This is an optimization exercise on Yosys and OpenROAD, whose aim is small area, a short achievable clock period and few clock cycles, not a production implementation.
The RTL was checked by simulation tests, not by an equivalence proof against the original design.
Power is estimated from default activity; no workload was simulated.

==> inputs of trial 39 <==
Design mlp_layer_sequencer, start of the top module:
module mlp_layer_sequencer #(
    parameter int N_IN  = 784,
    parameter int N_OUT = 10,
    parameter int DW    = 32,
    parameter int FRAC  = 24,
    parameter int ACCW  = 74,
    parameter int RELU  = 1,
    localparam int c_iw = (N_IN > 1) ? $clog2(N_IN) : 1,
    localparam int c_ww = (N_IN * N_OUT > 1) ? $clog2(N_IN * N_OUT) : 1,
    localparam int c_ow = (N_OUT > 1) ? $clog2(N_OUT) : 1
) (
    input  logic            clk,
    input  logic            rst_n,
    input  logic            start,
    output logic            busy,
    output logic            done,
    output logic            sat,
    output logic            rd_en,
    output logic [c_iw-1:0] in_addr,
    output logic [c_ww-1:0] w_addr,
    output logic [c_ow-1:0] b_addr,
    input  logic [DW-1:0]   in_data,
    input  logic [DW-1:0]   w_data,
    input  logic [DW-1:0]   b_data,
    output logic            out_we,
    output logic [c_ow-1:0] out_addr,
    output logic [DW-1:0]   out_data
);
    logic        rst_q;
    logic        accept;
    logic        first1, first2, first3;      
    logic        last1, last2, last3, last4, last5;  
    logic        in_last;
    logic        wr;
    logic [30:0] r_out;
    assign in_last = (in_addr == c_iw'(N_IN - 1));
    assign accept  = rst_n & start & ~busy;
    assign wr      = last5 & rst_q;
    always_ff @(posedge clk) begin
        rst_q <= rst_n;
    end
    always_ff @(posedge clk) begin
        if (!rst_n) begin
            busy   <= 1'b0;
            done   <= 1'b0;
            out_we <= 1'b0;
            sat    <= 1'b0;
        end else begin
            out_we <= wr;
            done   <= wr & (out_addr == c_ow'(N_OUT - 1));
            if (done) busy <= 1'b0;
            if (accept) begin
                busy <= 1'b1;
                sat  <= 1'b0;
            end else if (wr) begin
                sat  <= sat | r_clp;
            end
        end
    end
  ...
clock: 11.0 ns
lec_check: 0
cap_margin: 20
core_margin: 2
core_utilization: 60
slew_margin: 20
synth_hierarchical: 1
standard.sh (not shown) runs the stock make flow with config.mk's settings and CLKGATE_MAP_FILE= SYNTH_SCRIPT=/design/flow/synth_recipe.tcl, a recipe that flattens the netlist after the stock synthesis.
==> flow/flow/run.sh <==
#!/bin/bash
# Layout flow: the standard ORFS flow, except that ports are buffered with
# plain buffers and the resizer may not use the delay cells.
set -euo pipefail
DLY="sky130_fd_sc_hd__clkdlybuf4s15_1 sky130_fd_sc_hd__clkdlybuf4s15_2 \
sky130_fd_sc_hd__clkdlybuf4s18_1 sky130_fd_sc_hd__clkdlybuf4s18_2 \
sky130_fd_sc_hd__clkdlybuf4s25_1 sky130_fd_sc_hd__clkdlybuf4s25_2 \
sky130_fd_sc_hd__clkdlybuf4s50_1 sky130_fd_sc_hd__clkdlybuf4s50_2 \
sky130_fd_sc_hd__dlygate4sd1_1 sky130_fd_sc_hd__dlygate4sd2_1 sky130_fd_sc_hd__dlygate4sd3_1 \
sky130_fd_sc_hd__dlymetal6s2s_1 sky130_fd_sc_hd__dlymetal6s4s_1 sky130_fd_sc_hd__dlymetal6s6s_1"
export DONT_USE_CELLS="$DLY"
export BUFFER_PORTS_ARGS="-buffer_cell sky130_fd_sc_hd__buf_2"
# Timing repair aims 7.5 ns below the clock period (the period itself is unchanged).
# Clock tree synthesis as in ORFS's cts.tcl, without dummy balancing loads.
CTS="-sink_clustering_enable -repair_clock_nets -dont_use_dummy_load"
bash standard.sh finish SETUP_SLACK_MARGIN=7.5 "CTS_ARGS=$CTS" > flow_make.log 2>&1
==> trial 2: changes against trial 39 <==
--- a/flow/design.v
+++ b/flow/design.v
@@ -120,20 +120,42 @@
         neg_r <= neg_d;
         one_r <= one_d;
         two_r <= two_d;
     end
     logic [33:0] pp_0, pp_1, pp_2, pp_3, pp_4, pp_5, pp_6, pp_7,
                  pp_8, pp_9, pp_10, pp_11, pp_12, pp_13, pp_14, pp_15;
     logic [33:0] pp [16];
-    logic [33:0] a_x1, a_x2;
-    assign a_x1 = {a_r[31], a_r[31], a_r};
-    assign a_x2 = {a_r[31], a_r, 1'b0};
+    logic [31:0] an_l, an_h;
+    logic [15:0] onen_a, onen_b, twon_a, twon_b, negn_a, negn_b;
+    for (genvar g = 0; g < 32; g++) begin : g_ainv
+        mlp_inv u_l (.a(a_r[g]), .y(an_l[g]));
+        mlp_inv u_h (.a(a_r[g]), .y(an_h[g]));
+    end
+    for (genvar g = 0; g < 16; g++) begin : g_sinv
+        mlp_inv u_oa (.a(one_r[g]), .y(onen_a[g]));
+        mlp_inv u_ob (.a(one_r[g]), .y(onen_b[g]));
+        mlp_inv u_ta (.a(two_r[g]), .y(twon_a[g]));
+        mlp_inv u_tb (.a(two_r[g]), .y(twon_b[g]));
+        mlp_inv u_na (.a(neg_r[g]), .y(negn_a[g]));
+        mlp_inv u_nb (.a(neg_r[g]), .y(negn_b[g]));
+    end
     always_comb begin
-        for (int k = 0; k < 16; k++)
-            pp[k] = ((a_x1 & {34{one_r[k]}}) | (a_x2 & {34{two_r[k]}})) ^ {34{neg_r[k]}};
+        for (int k = 0; k < 16; k++) begin
+            logic [31:0] aa;
+            logic [33:0] x1, x2;
+            aa = (k < 8) ? ~an_l : ~an_h;
+            x1 = {aa[31], aa[31], aa};
+            x2 = {aa[31], aa, 1'b0};
+            for (int i = 0; i < 34; i++) begin
+                if (i < 17)
+                    pp[k][i] = ((x1[i] & ~onen_a[k]) | (x2[i] & ~twon_a[k])) ^ ~negn_a[k];
+                else
+                    pp[k][i] = ((x1[i] & ~onen_b[k]) | (x2[i] & ~twon_b[k])) ^ ~negn_b[k];
+            end
+        end
     end
     assign pp_0 = pp[0];   assign pp_1 = pp[1];   assign pp_2 = pp[2];   assign pp_3 = pp[3];
     assign pp_4 = pp[4];   assign pp_5 = pp[5];   assign pp_6 = pp[6];   assign pp_7 = pp[7];
     assign pp_8 = pp[8];   assign pp_9 = pp[9];   assign pp_10 = pp[10]; assign pp_11 = pp[11];
     assign pp_12 = pp[12]; assign pp_13 = pp[13]; assign pp_14 = pp[14]; assign pp_15 = pp[15];
     logic [73:0] r_s, r_c, srow, crow, s_nx, c_nx;
     assign srow[0] = r_s[0] & ~first3;
@@ -3527,14 +3549,17 @@
 endmodule
 module mlp_nr (input logic a, input logic b, output logic y);
     assign y = ~(a | b);
 endmodule
 module mlp_mi (input logic s, input logic a0, input logic a1, output logic y);
     assign y = ~(s ? a1 : a0);
 endmodule
+module mlp_inv (input logic a, output logic y);
+    assign y = ~a;
+endmodule
 module mlp_ha (
     input  logic a,
     input  logic b,
     output logic s,
     output logic co
 );
     assign s  = a ^ b;
==> flow/flow/run.sh (replaced) <==
#!/bin/bash
# Layout flow: the standard ORFS flow, except that ports are buffered with
# plain buffers and the resizer may not use the delay cells.
set -euo pipefail
DLY="sky130_fd_sc_hd__clkdlybuf4s15_1 sky130_fd_sc_hd__clkdlybuf4s15_2 \
sky130_fd_sc_hd__clkdlybuf4s18_1 sky130_fd_sc_hd__clkdlybuf4s18_2 \
sky130_fd_sc_hd__clkdlybuf4s25_1 sky130_fd_sc_hd__clkdlybuf4s25_2 \
sky130_fd_sc_hd__clkdlybuf4s50_1 sky130_fd_sc_hd__clkdlybuf4s50_2 \
sky130_fd_sc_hd__dlygate4sd1_1 sky130_fd_sc_hd__dlygate4sd2_1 sky130_fd_sc_hd__dlygate4sd3_1 \
sky130_fd_sc_hd__dlymetal6s2s_1 sky130_fd_sc_hd__dlymetal6s4s_1 sky130_fd_sc_hd__dlymetal6s6s_1"
export DONT_USE_CELLS="$DLY"
export BUFFER_PORTS_ARGS="-buffer_cell sky130_fd_sc_hd__buf_2"
# Timing repair aims 7.6 ns below the clock period (the period itself is unchanged).
# Clock tree synthesis as in ORFS's cts.tcl, without dummy balancing loads and
# with larger sink clusters.
CTS="-sink_clustering_enable -repair_clock_nets -dont_use_dummy_load -sink_clustering_size 30 -sink_clustering_max_diameter 100"
bash standard.sh finish SETUP_SLACK_MARGIN=7.6 "CTS_ARGS=$CTS" > flow_make.log 2>&1
==> comparison table <==
metric	trial 2	trial 39
Number of filler cells placed in the layout	5283	5093
Cell area after placement	0.0401 mm²	0.0403 mm²
Vias after detailed routing	26997	27274
Cell Pwr Density	303 mW/mm²	316 mW/mm²
Summed area of non-filler cells in the final layout	0.0415 mm²	0.0420 mm²
Startpoint of the worst hold path	neg_r[8]$_DFF_P_	pl1_r[0]$_DFF_P_
Count of buffers added by post-CTS timing repair for setup	10	1
Post-Synth Simple-Gate Area	5.50%	5.47%
IR Drop Worst-Case VDD	181 µV	141 µV
Run status	complete, no violations	complete, no violations
Compound-Gate Fraction of Synth Area	10.1%	11.6%
Avg Inst Size Synth	10.7 µm²	11.4 µm²
Sum of routed wire segments on met1	47.2 mm	46.9 mm
TritonRoute pass-1 iters	6	8
CTS H-tree lvls	1	2
Power drawn by the sequential cells	3.55 mW	3.65 mW
Worst-case register-to-register setup slack	7.58 ns	7.41 ns
Arrival time reported for the critical path endpoint	3.89 ns	4.07 ns
Average wire per cell in the routed design	23.9 µm	26.5 µm
Actual slew at the worst max-slew pin	1.06 ns	1.07 ns
Part of the cycle the worst path needs	31.1%	32.7%
Inverters, non-clock	211	44
Startpoint of the worst setup timing path	neg_r[13]$_DFF_P_	two_r[11]$_DFF_P_
Testbench counts of trial 39, summed over its fixed seeds: cycles 188,320.
Testbench counts of trial 2, summed over its fixed seeds: cycles 188,320.

[re-timing with driven ports]
How much do the figures lean on ideal ports? The routed layouts below were timed once more, with nothing changed but the port constraints. Step 1: set_driving_cell puts a clkbuf_16 on clk and a buf_2 on each other input, an assumption about the parent block. Step 2 adds t to the input delays and takes it off the output delays; t is the mean of the earliest and latest rising clock arrival at the registers after step 1. Input paths then give back, and output paths get back, about the clock's delay inside the block. Three values: no drivers, after step 1, after step 2; two values: the first two.
run	t (ns)	slack for setup (ns)	hold slack, ns	worst register clock-pin slew, ns	worst data-port slew with drivers (ns)
trial 39	0.682	7.407 / 7.407 / 7.407	0.442 / 0.442 / 0.442	0.06 / 0.06	0.06
trial 2	0.663	7.584 / 7.575 / 7.584	0.436 / 0.436 / 0.436	0.11 / 0.11	0.06
After both steps setup and hold are still met in every run listed.
